Source: an optimization exercise on an open RTL-to-GDS flow (aim: small area and a short achievable clock period). Production flows keep margins and buffers that such runs may drop.
Where RTL was checked, it was by simulation tests only, not by an equivalence proof against the original.
No activity file was given, so power comes from the tool's default toggle rates.

## the reference run
==> flow/design.v <==
package mask_alu_pkg;
  localparam int VLEN         = 128;
  localparam int VL_WIDTH     = 8;
  localparam int VSTART_WIDTH = 7;
  localparam int TAG_WIDTH    = 4;
  localparam logic [2:0] FUNCT3_OPMVV = 3'b010;
  localparam logic [5:0] FUNCT6_VMANDN = 6'b011000;
  localparam logic [5:0] FUNCT6_VMAND  = 6'b011001;
  localparam logic [5:0] FUNCT6_VMOR   = 6'b011010;
  localparam logic [5:0] FUNCT6_VMXOR  = 6'b011011;
  localparam logic [5:0] FUNCT6_VMORN  = 6'b011100;
  localparam logic [5:0] FUNCT6_VMNAND = 6'b011101;
  localparam logic [5:0] FUNCT6_VMNOR  = 6'b011110;
  localparam logic [5:0] FUNCT6_VMXNOR = 6'b011111;
  localparam logic [5:0] FUNCT6_VWXUNARY0 = 6'b010000;
  localparam logic [5:0] FUNCT6_VMUNARY0  = 6'b010100;
  localparam logic [4:0] VS1_VFIRST = 5'b10001;
  localparam logic [4:0] VS1_VMSBF  = 5'b00001;
  localparam logic [4:0] VS1_VMSOF  = 5'b00010;
  localparam logic [4:0] VS1_VMSIF  = 5'b00011;
  typedef logic [VLEN-1:0]         vreg_t;
  typedef logic [VL_WIDTH-1:0]     vl_t;
  typedef logic [VSTART_WIDTH-1:0] vstart_t;
  typedef logic [TAG_WIDTH-1:0]    tag_t;
  typedef enum logic [3:0] {
    OP_NONE,
    OP_ANDN,
    OP_AND,
    OP_OR,
    OP_XOR,
    OP_ORN,
    OP_NAND,
    OP_NOR,
    OP_XNOR,
    OP_MSBF,
    OP_MSIF,
    OP_MSOF,
    OP_FIRST
  } mask_op_e;
endpackage
module mask_alu_top (
  input  logic          clk,
  input  logic          reset,
  input  logic          uop_valid,
  input  logic [2:0]    funct3,
  input  logic [5:0]    funct6,
  input  logic [4:0]    vs1_op,
  input  logic          vm,
  input  logic [7:0]    vl,
  input  logic [6:0]    vstart,
  input  logic [3:0]    tag,
  input  logic [127:0]  vs1_data,
  input  logic          vs1_valid,
  input  logic [127:0]  vs2_data,
  input  logic          vs2_valid,
  input  logic [127:0]  v0_data,
  input  logic          v0_valid,
  input  logic [127:0]  vd_data,
  input  logic          vd_valid,
  output logic          result_valid,
  output logic [3:0]    result_tag,
  output logic [127:0]  result_data
);
  logic f3_ok, is_logic, is_unary, is_first, accept;
  assign f3_ok    = (funct3 == 3'b010);
  assign is_logic = f3_ok & (funct6[5:3] == 3'b011);
  assign is_unary = f3_ok & (funct6 == 6'b010100) & (vs1_op[4:2] == 3'b000) & (vs1_op[1:0] != 2'b00);
  assign is_first = f3_ok & (funct6 == 6'b010000) & (vs1_op == 5'b10001);
  assign accept   = uop_valid & (
      (is_logic & vs1_valid & vs2_valid & vd_valid & vm) |
      (is_unary & ~vs1_valid & vs2_valid & (vm | (vd_valid & v0_valid))) |
      (is_first & ~vs1_valid & vs2_valid & (vm | v0_valid)));
  logic sel_l, sel_u, sel_f;
  assign sel_l = funct6[3];
  assign sel_u = ~funct6[3] & funct6[2];
  assign sel_f = ~funct6[3] & ~funct6[2];
  logic [3:0] tt;
  always_comb begin
    case (funct6[2:0])
      3'b000:  tt = 4'b0100;  
      3'b001:  tt = 4'b1000;  
      3'b010:  tt = 4'b1110;  
      3'b011:  tt = 4'b0110;  
      3'b100:  tt = 4'b1101;  
      3'b101:  tt = 4'b0111;  
      3'b110:  tt = 4'b0001;  
      default: tt = 4'b1001;  
    endcase
  end
  logic [127:0] s;
  assign s = vs2_data & ({128{vm}} | v0_data);
  logic [31:0] g1;
  logic [7:0]  g2;
  logic [7:0]  sp;
  logic [31:0] gp;
  logic [127:0] p;
  always_comb begin
    for (int m = 0; m < 32; m++) g1[m] = |s[4*m +: 4];
    for (int n = 0; n < 8; n++)  g2[n] = |g1[4*n +: 4];
    for (int n = 0; n < 8; n++) begin
      sp[n] = 1'b0;
      for (int j = 0; j < n; j++) sp[n] = sp[n] | g2[j];
    end
    for (int m = 0; m < 32; m++) begin
      gp[m] = sp[m/4];
      for (int j = 4*(m/4); j < m; j++) gp[m] = gp[m] | g1[j];
    end
    for (int k = 0; k < 128; k++) begin
      p[k] = gp[k/4];
      for (int j = 4*(k/4); j < k; j++) p[k] = p[k] | s[j];
    end
  end
  logic [31:0] gfirst;
  logic [6:0]  idx;
  always_comb begin
    gfirst = g1 & ~gp;
    idx = '0;
    for (int m = 0; m < 32; m++) begin
      idx[6:2] = idx[6:2] | ({5{gfirst[m]}} & 5'(m));
      idx[1]   = idx[1] | (gfirst[m] & ~s[4*m] & ~s[4*m+1]);
      idx[0]   = idx[0] | (gfirst[m] & ~s[4*m] & (s[4*m+1] | ~s[4*m+2]));
    end
  end
  logic [127:0] thr;
  logic [7:0]   st_gt, st_eq;
  logic [15:0]  st_lo;
  always_comb begin
    for (int h = 0; h < 8; h++) begin
      st_gt[h] = (vstart[6:4] > 3'(h));
      st_eq[h] = (vstart[6:4] == 3'(h));
    end
    for (int l = 0; l < 16; l++) st_lo[l] = (vstart[3:0] > 4'(l));
    for (int k = 0; k < 128; k++)
      thr[k] = st_gt[k/16] | (st_eq[k/16] & st_lo[k%16]);
  end
  logic [7:0]  vl_gt, vl_eq, blk_any, blk_part;
  logic [15:0] vl_lo;
  logic        found;
  always_comb begin
    for (int h = 0; h < 8; h++) begin
      vl_gt[h] = vl[7] | (vl[6:4] > 3'(h));
      vl_eq[h] = ~vl[7] & (vl[6:4] == 3'(h));
    end
    for (int l = 0; l < 16; l++) vl_lo[l] = (vl[3:0] > 4'(l));
    for (int h = 0; h < 8; h++) begin
      blk_any[h]  = |s[16*h +: 16];
      blk_part[h] = |(s[16*h +: 16] & vl_lo);
    end
    found = |((vl_gt & blk_any) | (vl_eq & blk_part));
  end
  logic       gu;
  logic [3:0] gt;
  assign gu = sel_u & ~vm;
  always_comb begin
    if (sel_l)      gt = tt;
    else if (sel_u) gt = {1'b0, vs1_op[1], 1'b0, vs1_op[0]};   
    else            gt = {4{~found}};
  end
  logic [127:0] merged;
  always_comb begin
    for (int k = 0; k < 128; k++) begin
      logic x, y;
      logic [3:0] g;
      x = (sel_l & thr[k]) | (gu & ~v0_data[k]);
      y = sel_l ? vs1_data[k] : p[k];
      g = gt;
      if (k < 7 && sel_f) g = {4{idx[k] | ~found}};
      merged[k] = x ? vd_data[k] : g[{vs2_data[k], y}];
    end
  end
  always_ff @(posedge clk) begin
    if (reset) result_valid <= 1'b0;
    else       result_valid <= accept;
  end
  always_ff @(posedge clk) begin
    result_tag  <= tag;
    result_data <= merged;
  end
endmodule
Settings: LEC_CHECK=0, CAP_MARGIN=20, CORE_AREA=5 5 235 235, DIE_AREA=0 0 240 240, SETUP_SLACK_MARGIN=5, SLEW_MARGIN=20; clock period 8.0 ns.
standard.sh (not shown) runs the stock make flow with config.mk's settings and CLKGATE_MAP_FILE= SYNTH_SCRIPT=/design/flow/synth_recipe.tcl, a recipe that flattens the netlist after the stock synthesis.
==> flow/flow/run.sh <==
#!/bin/bash
# Standard ORFS layout (the standard.sh), with plain buf_1 cells as the port
# buffers and cell resizing not restricted to the same footprint.
set -euo pipefail
export BUFFER_PORTS_ARGS="-buffer_cell sky130_fd_sc_hd__buf_1"
sed 's/CLKGATE_MAP_FILE= /CLKGATE_MAP_FILE= MATCH_CELL_FOOTPRINT=0 /' standard.sh > standard_mod.sh
grep -q 'MATCH_CELL_FOOTPRINT=0' standard_mod.sh
bash standard_mod.sh > standard_flow.log 2>&1
Changes in the trial run relative to the reference run:
--- a/flow/design.v
+++ b/flow/design.v
@@ -120,34 +120,29 @@
       idx[1]   = idx[1] | (gfirst[m] & ~s[4*m] & ~s[4*m+1]);
       idx[0]   = idx[0] | (gfirst[m] & ~s[4*m] & (s[4*m+1] | ~s[4*m+2]));
     end
   end
+  logic [7:0]   thr_in;
   logic [127:0] thr;
-  logic [7:0]   st_gt, st_eq;
-  logic [15:0]  st_lo;
+  logic [15:0]  hi_gt, hi_eq, lo_gt;
+  assign thr_in = sel_l ? {1'b0, vstart} : vl;
+  always_comb begin
+    for (int h = 0; h < 16; h++) begin
+      hi_gt[h] = (thr_in[7:4] > 4'(h));
+      hi_eq[h] = (thr_in[7:4] == 4'(h));
+      lo_gt[h] = (thr_in[3:0] > 4'(h));
+    end
+    for (int k = 0; k < 128; k++)
+      thr[k] = hi_gt[k/16] | (hi_eq[k/16] & lo_gt[k%16]);
+  end
+  logic [7:0] blk_any, blk_part;
+  logic found;
   always_comb begin
     for (int h = 0; h < 8; h++) begin
-      st_gt[h] = (vstart[6:4] > 3'(h));
-      st_eq[h] = (vstart[6:4] == 3'(h));
+      blk_any[h]  = |s[16*h +: 16];
+      blk_part[h] = |(s[16*h +: 16] & lo_gt);
     end
-    for (int l = 0; l < 16; l++) st_lo[l] = (vstart[3:0] > 4'(l));
-    for (int k = 0; k < 128; k++)
-      thr[k] = st_gt[k/16] | (st_eq[k/16] & st_lo[k%16]);
-  end
-  logic [7:0]  vl_gt, vl_eq, blk_any, blk_part;
-  logic [15:0] vl_lo;
-  logic        found;
-  always_comb begin
-    for (int h = 0; h < 8; h++) begin
-      vl_gt[h] = vl[7] | (vl[6:4] > 3'(h));
-      vl_eq[h] = ~vl[7] & (vl[6:4] == 3'(h));
-    end
-    for (int l = 0; l < 16; l++) vl_lo[l] = (vl[3:0] > 4'(l));
-    for (int h = 0; h < 8; h++) begin
-      blk_any[h]  = |s[16*h +: 16];
-      blk_part[h] = |(s[16*h +: 16] & vl_lo);
-    end
-    found = |((vl_gt & blk_any) | (vl_eq & blk_part));
+    found = |((hi_gt[7:0] & blk_any) | (hi_eq[7:0] & blk_part)) | (thr_in[7] & |blk_any);
   end
   logic       gu;
   logic [3:0] gt;
   assign gu = sel_u & ~vm;
[summary]
- Going from the reference run to the trial run, the setup slack after layout was found to have gone up by 0.033 ns.
- For the post-synthesis cell type count, the trial run came in 5 higher than the reference run did.
- The delay contributed by the slowest stage of the critical path number comes out higher for the reference run vs the trial run.
- Final area (the trial run vs. the reference run) decreases by more than 10%
- The trial run ends up with lower total chip power than the reference run does.
- The trial run vs the reference run — detailed-routing wirelength on met1 dropped by more than 10%
- Global-route met2 utilization, the reference run and the trial run, higher one = the reference run.
- Compared with the reference run, in the trial run total length of routed wires fell by about 18%; highest achievable clock rate up about 0.8%.
- Internal power: the trial run vs the reference run up about 3.7%
- On the trial run: multi-input combinational gate total is about 22% lower than what the reference run gave.
Only the layout flow was run in the reference run; the RTL was not checked for function there.

what the ideal ports hide:
Ports are ideal in the flow. The routed layouts listed here were re-timed in OpenROAD. Step 1 sets driving cells, clkbuf_16 on the clock port and buf_2 on the other inputs (assumed; they add their load-dependent delay and slew). Step 2 times the ports against the registers' clock, not the clock port: input delays grow and output delays shrink by t, the midpoint of the rising clock arrivals with the driver on. Slacks: no drivers / after step 1 / after step 2; pairs: no drivers / after step 1.
| run | shift t [ns] | setup WS [ns] | cell pins on the clock port's net |
|---|---|---|---|
| the reference run | 0.580 | 3.824 / 3.667 / 3.087 | 1 |
| the trial run | 0.561 | 3.857 / 3.697 / 3.135 | 1 |
After both steps every run listed still meets setup and hold. For the reference run, which loses most, drivers alone change the setup slack by -0.157 ns; drivers and shift together by -0.737 ns.
